Background: an optimization exercise with open tools, aiming at small area. Do not read the settings as production practice.
In this exercise RTL edits were held to simulation tests only and were not proved equivalent to the original.

==> inputs of job 1216 <==
## stepper_ctrl_top
module stepper_ctrl_top
(
  input  wire                    CLK,
  input  wire                    resetn,
  input  wire [64-1:0]   word_data_received,
  input  wire                    word_received,
  output logic [64-1:0]  word_send_data,
  output logic                   buffer_dtr,
  output logic                   move_done,
  input  wire                    halt,
  output stepper_pkg::motor_ctrl_t motor
);
  logic        word_received_q;
  logic        word_rise;
  logic [2:0]  wstate;       
  logic        in_move;
  logic [7:0]  header_cmd;
  logic        push;
  logic [1:0]  enable;
  logic [1:0]  brake;
  logic [7:0]  divisor;
  logic [2:0]  wsel;         
  logic [31:0] snap0, snap1;
  logic [31:0] pos0, pos1;     
  logic [1:0]  p_dir;
  logic [31:0] p_dur;
  logic [63:0] p_inc0, p_ii0, p_inc1;   
  assign word_rise  = word_received & ~word_received_q;
  assign in_move    = (wstate != 3'd0);
  assign header_cmd = word_data_received[63:56];
  always_ff @(posedge CLK) begin
    if (word_rise) begin
      if (!in_move) begin
        if (header_cmd == 8'h01) begin
          p_dir <= word_data_received[1:0];
          snap0 <= pos0;
          snap1 <= pos1;
        end
      end else begin
        if (wstate == 3'd1) p_dur  <= word_data_received[31:0];
        if (wstate == 3'd2) p_inc0 <= word_data_received;
        if (wstate == 3'd3) p_ii0  <= word_data_received;
        if (wstate == 3'd4) p_inc1 <= word_data_received;
      end
    end
  end
  always_ff @(posedge CLK) begin
    if (resetn) begin
      word_received_q <= 1'b0;
      wstate          <= 3'd0;
      wsel            <= 3'b000;
      push            <= 1'b0;
      enable          <= '0;
      brake           <= '0;
      divisor         <= 8'(32);
    end else begin
      word_received_q <= word_received;
      push            <= 1'b0;
      if (word_rise) begin
        wsel <= 3'b000;
        if (!in_move) begin
          wstate <= (header_cmd == 8'h01) ? 3'd1 : 3'd0;
  ...
==> flow/config.mk <==
export PLATFORM = sky130hd
export DESIGN_NAME = stepper_ctrl_top
export DESIGN_NICKNAME = stepper_ctrl_top
export VERILOG_FILES = /design/flow/design.v
export SDC_FILE = /design/flow/constraint.sdc
export NUM_CORES = 4
export LEC_CHECK = 0
export CAP_MARGIN = 30
export CORE_MARGIN = 2
export CORE_UTILIZATION = 40
export CTS_BUF_LIST = sky130_fd_sc_hd__clkbuf_8
export CTS_CLUSTER_DIAMETER = 150
export CTS_CLUSTER_SIZE = 16
export SLEW_MARGIN = 30
==> flow/constraint.sdc <==
create_clock -name core_clock -period 7.0 [get_ports {CLK}]
set_input_delay 1.4000 -clock core_clock [delete_from_list [all_inputs] [get_ports {CLK}]]
set_output_delay 1.4000 -clock core_clock [all_outputs]
set_load 0.01 [all_outputs]
standard.sh (not shown) runs the stock make flow with config.mk's settings and CLKGATE_MAP_FILE= SYNTH_SCRIPT=/design/flow/synth_recipe.tcl, a recipe that flattens the netlist after the stock synthesis.
==> flow/flow/run.sh <==
#!/bin/bash
# The standard layout, except that the port buffers are the smallest
# buffer cell instead of the flow's default delay buffer, and clock tree
# synthesis adds no dummy loads.
set -uo pipefail
bash standard.sh \
  BUFFER_PORTS_ARGS="-buffer_cell sky130_fd_sc_hd__buf_1" \
  CTS_ARGS="-sink_clustering_enable -repair_clock_nets -sink_clustering_size 16 -sink_clustering_max_diameter 150 -buf_list sky130_fd_sc_hd__clkbuf_8 -dont_use_dummy_load" \
  finish > standard.log 2>&1
==> job 6329: changes against job 1216 <==
--- a/flow/design.v
+++ b/flow/design.v
@@ -58,216 +58,225 @@
       end
       if (ex) begin
         acc_hi  <= acc_hi_n;
         rate_hi <= rate_hi_n;
       end
     end
   end
-  logic [31:0] toggle;
-  assign toggle[0] = 1'b1;
-  for (genvar i = 0; i < 31; i++) begin : g_toggle
-    assign toggle[i+1] = toggle[i] & ~(position[i] ^ dir);
-  end
   always_ff @(posedge CLK) begin
     if (resetn) begin
       step     <= 1'b0;
       position <= '0;
     end else begin
-      step     <= ex & carry;
-      position <= position ^ ({32{ex & carry}} & toggle);
+      step <= ex & carry;
+      if (ex & carry) position <= dir ? position + 1'b1 : position - 1'b1;
     end
   end
 endmodule
 module dda_add32 (input wire [31:0] a, input wire [31:0] b, output wire [31:0] s, output wire co);
   wire [31:0] p = a ^ b;
   wire [31:0] g = a & b;
   wire gl0_0 = g[0];
   wire gl0_1 = g[1] | (p[1] & gl0_0);
   wire gl0_2 = g[2] | (p[2] & gl0_1);
   wire gl0_3 = g[3] | (p[3] & gl0_2);
-  wire gl0_4 = g[4] | (p[4] & gl0_3);
-  wire GG0 = gl0_4;
-  wire PP0 = &p[4:0];
-  wire gl1_0 = g[5];
-  wire gl1_1 = g[6] | (p[6] & gl1_0);
-  wire gl1_2 = g[7] | (p[7] & gl1_1);
-  wire gl1_3 = g[8] | (p[8] & gl1_2);
-  wire gl1_4 = g[9] | (p[9] & gl1_3);
-  wire GG1 = gl1_4;
-  wire PP1 = &p[9:5];
-  wire gl2_0 = g[10];
-  wire gl2_1 = g[11] | (p[11] & gl2_0);
-  wire gl2_2 = g[12] | (p[12] & gl2_1);
-  wire gl2_3 = g[13] | (p[13] & gl2_2);
-  wire gl2_4 = g[14] | (p[14] & gl2_3);
-  wire GG2 = gl2_4;
-  wire PP2 = &p[14:10];
-  wire gl3_0 = g[15];
-  wire gl3_1 = g[16] | (p[16] & gl3_0);
-  wire gl3_2 = g[17] | (p[17] & gl3_1);
-  wire gl3_3 = g[18] | (p[18] & gl3_2);
-  wire gl3_4 = g[19] | (p[19] & gl3_3);
-  wire GG3 = gl3_4;
-  wire PP3 = &p[19:15];
-  wire gl4_0 = g[20];
-  wire gl4_1 = g[21] | (p[21] & gl4_0);
-  wire gl4_2 = g[22] | (p[22] & gl4_1);
-  wire gl4_3 = g[23] | (p[23] & gl4_2);
-  wire gl4_4 = g[24] | (p[24] & gl4_3);
-  wire GG4 = gl4_4;
-  wire PP4 = &p[24:20];
-  wire gl5_0 = g[25];
-  wire gl5_1 = g[26] | (p[26] & gl5_0);
-  wire gl5_2 = g[27] | (p[27] & gl5_1);
-  wire gl5_3 = g[28] | (p[28] & gl5_2);
-  wire gl5_4 = g[29] | (p[29] & gl5_3);
-  wire GG5 = gl5_4;
-  wire PP5 = &p[29:25];
-  wire gl6_0 = g[30];
-  wire gl6_1 = g[31] | (p[31] & gl6_0);
-  wire GG6 = gl6_1;
-  wire PP6 = &p[31:30];
+  wire GG0 = gl0_3;
+  wire PP0 = &p[3:0];
+  wire gl1_0 = g[4];
+  wire gl1_1 = g[5] | (p[5] & gl1_0);
+  wire gl1_2 = g[6] | (p[6] & gl1_1);
+  wire gl1_3 = g[7] | (p[7] & gl1_2);
+  wire GG1 = gl1_3;
+  wire PP1 = &p[7:4];
+  wire gl2_0 = g[8];
+  wire gl2_1 = g[9] | (p[9] & gl2_0);
+  wire gl2_2 = g[10] | (p[10] & gl2_1);
+  wire gl2_3 = g[11] | (p[11] & gl2_2);
+  wire GG2 = gl2_3;
+  wire PP2 = &p[11:8];
+  wire gl3_0 = g[12];
+  wire gl3_1 = g[13] | (p[13] & gl3_0);
+  wire gl3_2 = g[14] | (p[14] & gl3_1);
+  wire gl3_3 = g[15] | (p[15] & gl3_2);
+  wire GG3 = gl3_3;
+  wire PP3 = &p[15:12];
+  wire gl4_0 = g[16];
+  wire gl4_1 = g[17] | (p[17] & gl4_0);
+  wire gl4_2 = g[18] | (p[18] & gl4_1);
+  wire gl4_3 = g[19] | (p[19] & gl4_2);
+  wire GG4 = gl4_3;
+  wire PP4 = &p[19:16];
+  wire gl5_0 = g[20];
+  wire gl5_1 = g[21] | (p[21] & gl5_0);
+  wire gl5_2 = g[22] | (p[22] & gl5_1);
+  wire gl5_3 = g[23] | (p[23] & gl5_2);
+  wire GG5 = gl5_3;
+  wire PP5 = &p[23:20];
+  wire gl6_0 = g[24];
+  wire gl6_1 = g[25] | (p[25] & gl6_0);
+  wire gl6_2 = g[26] | (p[26] & gl6_1);
+  wire gl6_3 = g[27] | (p[27] & gl6_2);
+  wire GG6 = gl6_3;
+  wire PP6 = &p[27:24];
+  wire gl7_0 = g[28];
+  wire gl7_1 = g[29] | (p[29] & gl7_0);
+  wire gl7_2 = g[30] | (p[30] & gl7_1);
+  wire gl7_3 = g[31] | (p[31] & gl7_2);
+  wire GG7 = gl7_3;
+  wire PP7 = &p[31:28];
   wire X0 = GG1 | (PP1 & GG0);
   wire X1 = GG3 | (PP3 & GG2);
   wire Y1 = PP3 & PP2;
   wire X2 = GG5 | (PP5 & GG4);
   wire Y2 = PP5 & PP4;
-  wire X3 = X1 | (Y1 & X0);
-  wire X4 = X2 | (Y2 & X3);
-  wire X5 = GG2 | (PP2 & X0);
-  wire X6 = GG4 | (PP4 & X3);
-  wire X7 = GG6 | (PP6 & X4);
+  wire X3 = GG7 | (PP7 & GG6);
+  wire Y3 = PP7 & PP6;
+  wire X4 = X1 | (Y1 & X0);
+  wire X5 = X3 | (Y3 & X2);
+  wire Y5 = Y3 & Y2;
+  wire X6 = X5 | (Y5 & X4);
+  wire X7 = X2 | (Y2 & X4);
+  wire X8 = GG2 | (PP2 & X0);
+  wire X9 = GG4 | (PP4 & X4);
+  wire X10 = GG6 | (PP6 & X7);
   wire c0 = 1'b0;
   wire c1 = g[0] | (p[0] & c0);
   wire c2 = g[1] | (p[1] & c1);
   wire c3 = g[2] | (p[2] & c2);
-  wire c4 = g[3] | (p[3] & c3);
-  wire c5 = GG0;
+  wire c4 = GG0;
+  wire c5 = g[4] | (p[4] & c4);
   wire c6 = g[5] | (p[5] & c5);
   wire c7 = g[6] | (p[6] & c6);
-  wire c8 = g[7] | (p[7] & c7);
+  wire c8 = X0;
   wire c9 = g[8] | (p[8] & c8);
-  wire c10 = X0;
+  wire c10 = g[9] | (p[9] & c9);
   wire c11 = g[10] | (p[10] & c10);
-  wire c12 = g[11] | (p[11] & c11);
+  wire c12 = X8;
   wire c13 = g[12] | (p[12] & c12);
   wire c14 = g[13] | (p[13] & c13);
-  wire c15 = X5;
-  wire c16 = g[15] | (p[15] & c15);
+  wire c15 = g[14] | (p[14] & c14);
+  wire c16 = X4;
   wire c17 = g[16] | (p[16] & c16);
   wire c18 = g[17] | (p[17] & c17);
   wire c19 = g[18] | (p[18] & c18);
-  wire c20 = X3;
+  wire c20 = X9;
   wire c21 = g[20] | (p[20] & c20);
   wire c22 = g[21] | (p[21] & c21);
   wire c23 = g[22] | (p[22] & c22);
-  wire c24 = g[23] | (p[23] & c23);
-  wire c25 = X6;
+  wire c24 = X7;
+  wire c25 = g[24] | (p[24] & c24);
   wire c26 = g[25] | (p[25] & c25);
   wire c27 = g[26] | (p[26] & c26);
-  wire c28 = g[27] | (p[27] & c27);
+  wire c28 = X10;
   wire c29 = g[28] | (p[28] & c28);
-  wire c30 = X4;
+  wire c30 = g[29] | (p[29] & c29);
   wire c31 = g[30] | (p[30] & c30);
   assign s = p ^ {c31, c30, c29, c28, c27, c26, c25, c24, c23, c22, c21, c20, c19, c18, c17, c16, c15, c14, c13, c12, c11, c10, c9, c8, c7, c6, c5, c4, c3, c2, c1, c0};
-  assign co = X7;
+  assign co = X6;
 endmodule
 module dda_add32c (input wire [31:0] a, input wire [31:0] b, input wire ci, output wire [31:0] s, output wire co);
   wire [31:0] p = a ^ b;
   wire [31:0] g = a & b;
   wire gl0_0 = g[0] | (p[0] & ci);
   wire gl0_1 = g[1] | (p[1] & gl0_0);
   wire gl0_2 = g[2] | (p[2] & gl0_1);
   wire gl0_3 = g[3] | (p[3] & gl0_2);
-  wire gl0_4 = g[4] | (p[4] & gl0_3);
-  wire GG0 = gl0_4;
-  wire PP0 = &p[4:0];
-  wire gl1_0 = g[5];
-  wire gl1_1 = g[6] | (p[6] & gl1_0);
-  wire gl1_2 = g[7] | (p[7] & gl1_1);
-  wire gl1_3 = g[8] | (p[8] & gl1_2);
-  wire gl1_4 = g[9] | (p[9] & gl1_3);
-  wire GG1 = gl1_4;
-  wire PP1 = &p[9:5];
-  wire gl2_0 = g[10];
-  wire gl2_1 = g[11] | (p[11] & gl2_0);
-  wire gl2_2 = g[12] | (p[12] & gl2_1);
-  wire gl2_3 = g[13] | (p[13] & gl2_2);
-  wire gl2_4 = g[14] | (p[14] & gl2_3);
-  wire GG2 = gl2_4;
-  wire PP2 = &p[14:10];
-  wire gl3_0 = g[15];
-  wire gl3_1 = g[16] | (p[16] & gl3_0);
-  wire gl3_2 = g[17] | (p[17] & gl3_1);
-  wire gl3_3 = g[18] | (p[18] & gl3_2);
-  wire gl3_4 = g[19] | (p[19] & gl3_3);
-  wire GG3 = gl3_4;
-  wire PP3 = &p[19:15];
-  wire gl4_0 = g[20];
-  wire gl4_1 = g[21] | (p[21] & gl4_0);
-  wire gl4_2 = g[22] | (p[22] & gl4_1);
-  wire gl4_3 = g[23] | (p[23] & gl4_2);
-  wire gl4_4 = g[24] | (p[24] & gl4_3);
-  wire GG4 = gl4_4;
-  wire PP4 = &p[24:20];
-  wire gl5_0 = g[25];
-  wire gl5_1 = g[26] | (p[26] & gl5_0);
-  wire gl5_2 = g[27] | (p[27] & gl5_1);
-  wire gl5_3 = g[28] | (p[28] & gl5_2);
-  wire gl5_4 = g[29] | (p[29] & gl5_3);
-  wire GG5 = gl5_4;
-  wire PP5 = &p[29:25];
-  wire gl6_0 = g[30];
-  wire gl6_1 = g[31] | (p[31] & gl6_0);
-  wire GG6 = gl6_1;
-  wire PP6 = &p[31:30];
+  wire GG0 = gl0_3;
+  wire PP0 = &p[3:0];
+  wire gl1_0 = g[4];
+  wire gl1_1 = g[5] | (p[5] & gl1_0);
+  wire gl1_2 = g[6] | (p[6] & gl1_1);
+  wire gl1_3 = g[7] | (p[7] & gl1_2);
+  wire GG1 = gl1_3;
+  wire PP1 = &p[7:4];
+  wire gl2_0 = g[8];
+  wire gl2_1 = g[9] | (p[9] & gl2_0);
+  wire gl2_2 = g[10] | (p[10] & gl2_1);
+  wire gl2_3 = g[11] | (p[11] & gl2_2);
+  wire GG2 = gl2_3;
+  wire PP2 = &p[11:8];
+  wire gl3_0 = g[12];
+  wire gl3_1 = g[13] | (p[13] & gl3_0);
+  wire gl3_2 = g[14] | (p[14] & gl3_1);
+  wire gl3_3 = g[15] | (p[15] & gl3_2);
+  wire GG3 = gl3_3;
+  wire PP3 = &p[15:12];
+  wire gl4_0 = g[16];
+  wire gl4_1 = g[17] | (p[17] & gl4_0);
+  wire gl4_2 = g[18] | (p[18] & gl4_1);
+  wire gl4_3 = g[19] | (p[19] & gl4_2);
+  wire GG4 = gl4_3;
+  wire PP4 = &p[19:16];
+  wire gl5_0 = g[20];
+  wire gl5_1 = g[21] | (p[21] & gl5_0);
+  wire gl5_2 = g[22] | (p[22] & gl5_1);
+  wire gl5_3 = g[23] | (p[23] & gl5_2);
+  wire GG5 = gl5_3;
+  wire PP5 = &p[23:20];
+  wire gl6_0 = g[24];
+  wire gl6_1 = g[25] | (p[25] & gl6_0);
+  wire gl6_2 = g[26] | (p[26] & gl6_1);
+  wire gl6_3 = g[27] | (p[27] & gl6_2);
+  wire GG6 = gl6_3;
+  wire PP6 = &p[27:24];
+  wire gl7_0 = g[28];
+  wire gl7_1 = g[29] | (p[29] & gl7_0);
+  wire gl7_2 = g[30] | (p[30] & gl7_1);
+  wire gl7_3 = g[31] | (p[31] & gl7_2);
+  wire GG7 = gl7_3;
+  wire PP7 = &p[31:28];
   wire X0 = GG1 | (PP1 & GG0);
   wire X1 = GG3 | (PP3 & GG2);
   wire Y1 = PP3 & PP2;
   wire X2 = GG5 | (PP5 & GG4);
   wire Y2 = PP5 & PP4;
-  wire X3 = X1 | (Y1 & X0);
-  wire X4 = X2 | (Y2 & X3);
-  wire X5 = GG2 | (PP2 & X0);
-  wire X6 = GG4 | (PP4 & X3);
-  wire X7 = GG6 | (PP6 & X4);
+  wire X3 = GG7 | (PP7 & GG6);
+  wire Y3 = PP7 & PP6;
+  wire X4 = X1 | (Y1 & X0);
+  wire X5 = X3 | (Y3 & X2);
+  wire Y5 = Y3 & Y2;
+  wire X6 = X5 | (Y5 & X4);
+  wire X7 = X2 | (Y2 & X4);
+  wire X8 = GG2 | (PP2 & X0);
+  wire X9 = GG4 | (PP4 & X4);
+  wire X10 = GG6 | (PP6 & X7);
   wire c0 = ci;
   wire c1 = g[0] | (p[0] & c0);
   wire c2 = g[1] | (p[1] & c1);
   wire c3 = g[2] | (p[2] & c2);
-  wire c4 = g[3] | (p[3] & c3);
-  wire c5 = GG0;
+  wire c4 = GG0;
+  wire c5 = g[4] | (p[4] & c4);
   wire c6 = g[5] | (p[5] & c5);
   wire c7 = g[6] | (p[6] & c6);
-  wire c8 = g[7] | (p[7] & c7);
+  wire c8 = X0;
   wire c9 = g[8] | (p[8] & c8);
-  wire c10 = X0;
+  wire c10 = g[9] | (p[9] & c9);
   wire c11 = g[10] | (p[10] & c10);
-  wire c12 = g[11] | (p[11] & c11);
+  wire c12 = X8;
   wire c13 = g[12] | (p[12] & c12);
   wire c14 = g[13] | (p[13] & c13);
-  wire c15 = X5;
-  wire c16 = g[15] | (p[15] & c15);
+  wire c15 = g[14] | (p[14] & c14);
+  wire c16 = X4;
   wire c17 = g[16] | (p[16] & c16);
   wire c18 = g[17] | (p[17] & c17);
   wire c19 = g[18] | (p[18] & c18);
-  wire c20 = X3;
+  wire c20 = X9;
   wire c21 = g[20] | (p[20] & c20);
   wire c22 = g[21] | (p[21] & c21);
   wire c23 = g[22] | (p[22] & c22);
-  wire c24 = g[23] | (p[23] & c23);
-  wire c25 = X6;
+  wire c24 = X7;
+  wire c25 = g[24] | (p[24] & c24);
   wire c26 = g[25] | (p[25] & c25);
   wire c27 = g[26] | (p[26] & c26);
-  wire c28 = g[27] | (p[27] & c27);
+  wire c28 = X10;
   wire c29 = g[28] | (p[28] & c28);
-  wire c30 = X4;
+  wire c30 = g[29] | (p[29] & c29);
   wire c31 = g[30] | (p[30] & c30);
   assign s = p ^ {c31, c30, c29, c28, c27, c26, c25, c24, c23, c22, c21, c20, c19, c18, c17, c16, c15, c14, c13, c12, c11, c10, c9, c8, c7, c6, c5, c4, c3, c2, c1, c0};
-  assign co = X7;
+  assign co = X6;
 endmodule
 `default_nettype wire
 `timescale 1ns/10ps
 `default_nettype none
 module stepper_ctrl_top
 (
   input  wire                    CLK,
@@ -285,15 +294,15 @@
   logic [2:0]  wstate;       
   logic        in_move;
   logic [7:0]  header_cmd;
   logic        push;
   logic [1:0]  enable;
   logic [1:0]  brake;
   logic [7:0]  divisor;
-  logic [2:0]  wsel;         
+  logic [1:0]  wsel;         
   logic [31:0] snap0, snap1;
   logic [31:0] pos0, pos1;     
   logic [1:0]  p_dir;
   logic [31:0] p_dur;
   logic [63:0] p_inc0, p_ii0, p_inc1;   
   assign word_rise  = word_received & ~word_received_q;
   assign in_move    = (wstate != 3'd0);
@@ -314,44 +323,51 @@
       end
     end
   end
   always_ff @(posedge CLK) begin
     if (resetn) begin
       word_received_q <= 1'b0;
       wstate          <= 3'd0;
-      wsel            <= 3'b000;
+      wsel            <= 2'd0;
       push            <= 1'b0;
       enable          <= '0;
       brake           <= '0;
       divisor         <= 8'(32);
     end else begin
       word_received_q <= word_received;
       push            <= 1'b0;
       if (word_rise) begin
-        wsel <= 3'b000;
+        wsel <= 2'd0;
         if (!in_move) begin
           wstate <= (header_cmd == 8'h01) ? 3'd1 : 3'd0;
           case (header_cmd)
             8'h0a: enable  <= word_data_received[1:0];
             8'h0b: brake   <= word_data_received[1:0];
             8'h20: divisor <= word_data_received[7:0];
-            8'hfe: wsel    <= 3'b001;
+            8'hfe: wsel    <= 2'd1;
             default: ;
           endcase
         end else begin
           wstate <= (wstate == 3'd5) ? 3'd0 : wstate + 3'd1;
-          if (wstate == 3'd1) wsel <= 3'b010;
-          if (wstate == 3'd3) wsel <= 3'b100;
+          if (wstate == 3'd1) wsel <= 2'd2;
+          if (wstate == 3'd3) wsel <= 2'd3;
           if (wstate == 3'd5) push <= 1'b1;
         end
       end
     end
   end
   logic [31:0] wsd_lo;
-  assign wsd_lo = ({32{wsel[0]}} & 32'h0001_0003) | ({32{wsel[1]}} & snap0) | ({32{wsel[2]}} & snap1);
+  always_comb begin
+    case (wsel)
+      2'd1:    wsd_lo = 32'h0001_0003;
+      2'd2:    wsd_lo = snap0;
+      2'd3:    wsd_lo = snap1;
+      default: wsd_lo = 32'd0;
+    endcase
+  end
   assign word_send_data = {{32{wsd_lo[31]}}, wsd_lo};
   logic [7:0] count;
   logic       tick;
   always_ff @(posedge CLK) begin
     if (resetn) begin
       count <= '0;
       tick  <= 1'b0;
==> flow/run.sh (new file) <==
#!/bin/bash
# synth_recipe.tcl (not shown) runs the flow's synth.tcl, then flattens the netlist and writes it again
# the make line also repeats each setting of config.mk as NAME=value (left out here)
make -C /OpenROAD-flow-scripts/flow DESIGN_CONFIG=/design/flow/config.mk WORK_HOME=/design/flow/orfs CLKGATE_MAP_FILE= SYNTH_SCRIPT=/design/flow/synth_recipe.tcl finish
==> flow/config.mk (replaced) <==
export PLATFORM = sky130hd
export DESIGN_NAME = stepper_ctrl_top
export DESIGN_NICKNAME = stepper_ctrl_top
export VERILOG_FILES = /design/flow/design.v
export SDC_FILE = /design/flow/constraint.sdc
export NUM_CORES = 4
export LEC_CHECK = 0
export CAP_MARGIN = 30
export CORE_MARGIN = 2
export CORE_UTILIZATION = 40
export CTS_CLUSTER_DIAMETER = 150
export CTS_CLUSTER_SIZE = 24
export SLEW_MARGIN = 30
removed: flow/flow/run.sh
removed: flow/standard.sh
==> job 8994: changes against job 1216 <==
--- a/flow/design.v
+++ b/flow/design.v
@@ -58,26 +58,21 @@
       end
       if (ex) begin
         acc_hi  <= acc_hi_n;
         rate_hi <= rate_hi_n;
       end
     end
   end
-  logic [31:0] toggle;
-  assign toggle[0] = 1'b1;
-  for (genvar i = 0; i < 31; i++) begin : g_toggle
-    assign toggle[i+1] = toggle[i] & ~(position[i] ^ dir);
-  end
   always_ff @(posedge CLK) begin
     if (resetn) begin
       step     <= 1'b0;
       position <= '0;
     end else begin
-      step     <= ex & carry;
-      position <= position ^ ({32{ex & carry}} & toggle);
+      step <= ex & carry;
+      if (ex & carry) position <= dir ? position + 1'b1 : position - 1'b1;
     end
   end
 endmodule
 module dda_add32 (input wire [31:0] a, input wire [31:0] b, output wire [31:0] s, output wire co);
   wire [31:0] p = a ^ b;
   wire [31:0] g = a & b;
   wire gl0_0 = g[0];
@@ -285,15 +280,15 @@
   logic [2:0]  wstate;       
   logic        in_move;
   logic [7:0]  header_cmd;
   logic        push;
   logic [1:0]  enable;
   logic [1:0]  brake;
   logic [7:0]  divisor;
-  logic [2:0]  wsel;         
+  logic [1:0]  wsel;         
   logic [31:0] snap0, snap1;
   logic [31:0] pos0, pos1;     
   logic [1:0]  p_dir;
   logic [31:0] p_dur;
   logic [63:0] p_inc0, p_ii0, p_inc1;   
   assign word_rise  = word_received & ~word_received_q;
   assign in_move    = (wstate != 3'd0);
@@ -314,44 +309,51 @@
       end
     end
   end
   always_ff @(posedge CLK) begin
     if (resetn) begin
       word_received_q <= 1'b0;
       wstate          <= 3'd0;
-      wsel            <= 3'b000;
+      wsel            <= 2'd0;
       push            <= 1'b0;
       enable          <= '0;
       brake           <= '0;
       divisor         <= 8'(32);
     end else begin
       word_received_q <= word_received;
       push            <= 1'b0;
       if (word_rise) begin
-        wsel <= 3'b000;
+        wsel <= 2'd0;
         if (!in_move) begin
           wstate <= (header_cmd == 8'h01) ? 3'd1 : 3'd0;
           case (header_cmd)
             8'h0a: enable  <= word_data_received[1:0];
             8'h0b: brake   <= word_data_received[1:0];
             8'h20: divisor <= word_data_received[7:0];
-            8'hfe: wsel    <= 3'b001;
+            8'hfe: wsel    <= 2'd1;
             default: ;
           endcase
         end else begin
           wstate <= (wstate == 3'd5) ? 3'd0 : wstate + 3'd1;
-          if (wstate == 3'd1) wsel <= 3'b010;
-          if (wstate == 3'd3) wsel <= 3'b100;
+          if (wstate == 3'd1) wsel <= 2'd2;
+          if (wstate == 3'd3) wsel <= 2'd3;
           if (wstate == 3'd5) push <= 1'b1;
         end
       end
     end
   end
   logic [31:0] wsd_lo;
-  assign wsd_lo = ({32{wsel[0]}} & 32'h0001_0003) | ({32{wsel[1]}} & snap0) | ({32{wsel[2]}} & snap1);
+  always_comb begin
+    case (wsel)
+      2'd1:    wsd_lo = 32'h0001_0003;
+      2'd2:    wsd_lo = snap0;
+      2'd3:    wsd_lo = snap1;
+      default: wsd_lo = 32'd0;
+    endcase
+  end
   assign word_send_data = {{32{wsd_lo[31]}}, wsd_lo};
   logic [7:0] count;
   logic       tick;
   always_ff @(posedge CLK) begin
     if (resetn) begin
       count <= '0;
       tick  <= 1'b0;
==> flow/flow/run.sh (replaced) <==
#!/bin/bash
# The standard layout, except that the port buffers are the smallest
# buffer cell instead of the flow's default delay buffer, and clock tree
# synthesis adds no dummy loads.
set -uo pipefail
bash standard.sh \
  BUFFER_PORTS_ARGS="-buffer_cell sky130_fd_sc_hd__buf_1" \
  CTS_ARGS="-sink_clustering_enable -repair_clock_nets -sink_clustering_size 24 -sink_clustering_max_diameter 150 -dont_use_dummy_load" \
  finish > standard.log 2>&1
==> flow/config.mk (replaced) <==
export PLATFORM = sky130hd
export DESIGN_NAME = stepper_ctrl_top
export DESIGN_NICKNAME = stepper_ctrl_top
export VERILOG_FILES = /design/flow/design.v
export SDC_FILE = /design/flow/constraint.sdc
export NUM_CORES = 4
export LEC_CHECK = 0
export CAP_MARGIN = 30
export CORE_MARGIN = 2
export CORE_UTILIZATION = 40
export CTS_CLUSTER_DIAMETER = 150
export CTS_CLUSTER_SIZE = 24
export SLEW_MARGIN = 30
==> notes <==
- The lowest die area belongs to job 1216, the highest to job 6329.
- Non-clock buffer count is the same in job 6329 and job 8994.
- Against job 1216, the critical path depth of job 6329 is lower by 2.
- Against job 8994, the cell count of job 1216 is smaller by 4.0%.
- In flip-flop and latch count, job 6329 and job 8994 do not differ.
- Against job 1216, the worst hold slack of job 8994 is worse by 0.026 ns.
==> figures <==
item	job 6329	job 1216	job 8994
Post-place instance area	53370 sq um	50500 sq um	52130 sq um
Number of DRC markers in iteration 0	1709	1719	1598
Clk cell area share	2.723%	2.080%	2.434%
Layout clock buffer count	92	78	52
Non-filler cells in the finished layout	5530	5221	5437
Sequential-to-total area share from yosys stat	61.18%	63.92%	61.81%
Outcome	finished clean	finished clean	finished clean
Sequential cell area	30810 sq um	30830 sq um	30810 sq um
Number of detailed-route iterations in the first pass	7	5	6
Post-Synth XOR/XNOR Area	2.348%	2.252%	2.355%
Source-to-sink clock delay at the later pin of the worst-skew pair	0.68 ns	0.75 ns	0.66 ns
Core outline area	125200 sq um	119800 sq um	123600 sq um
Number of tap instances	1650	1612	1637

[separate check: timing with driven ports]
In the flow no input, the clock included, has a driving cell. The finished layouts below were timed again as built, in two steps.
Step 1 (the two cells are an assumption about what drives the block):
set clk [get_ports {CLK}]
set_driving_cell -lib_cell sky130_fd_sc_hd__clkbuf_16 $clk
set_driving_cell -lib_cell sky130_fd_sc_hd__buf_2 [delete_from_list [all_inputs] $clk]
Step 2 moves the port delays by t, midway between the first and last clock arrival at a register: inputs arrive t later, outputs are due t later. That takes back most of the time a late clock gives input paths.
a / b / c = no drivers / after step 1 / after step 2; a / b = the first two.
run | t (ns) | setup slack, ns | clock arrival spread, ns | worst data-port slew with drivers (ns) | pins driven straight from the clock port
job 1216 | 0.788 | 0.923 / 0.923 / 0.923 | 0.064 / 0.064 | 0.14 | 1
job 6329 | 0.736 | 1.242 / 1.242 / 1.242 | 0.036 / 0.036 | 0.15 | 1
job 8994 | 0.701 | 0.512 / 0.512 / 0.512 | 0.102 / 0.102 | 0.17 | 1
After both steps setup and hold are still met in every run listed.
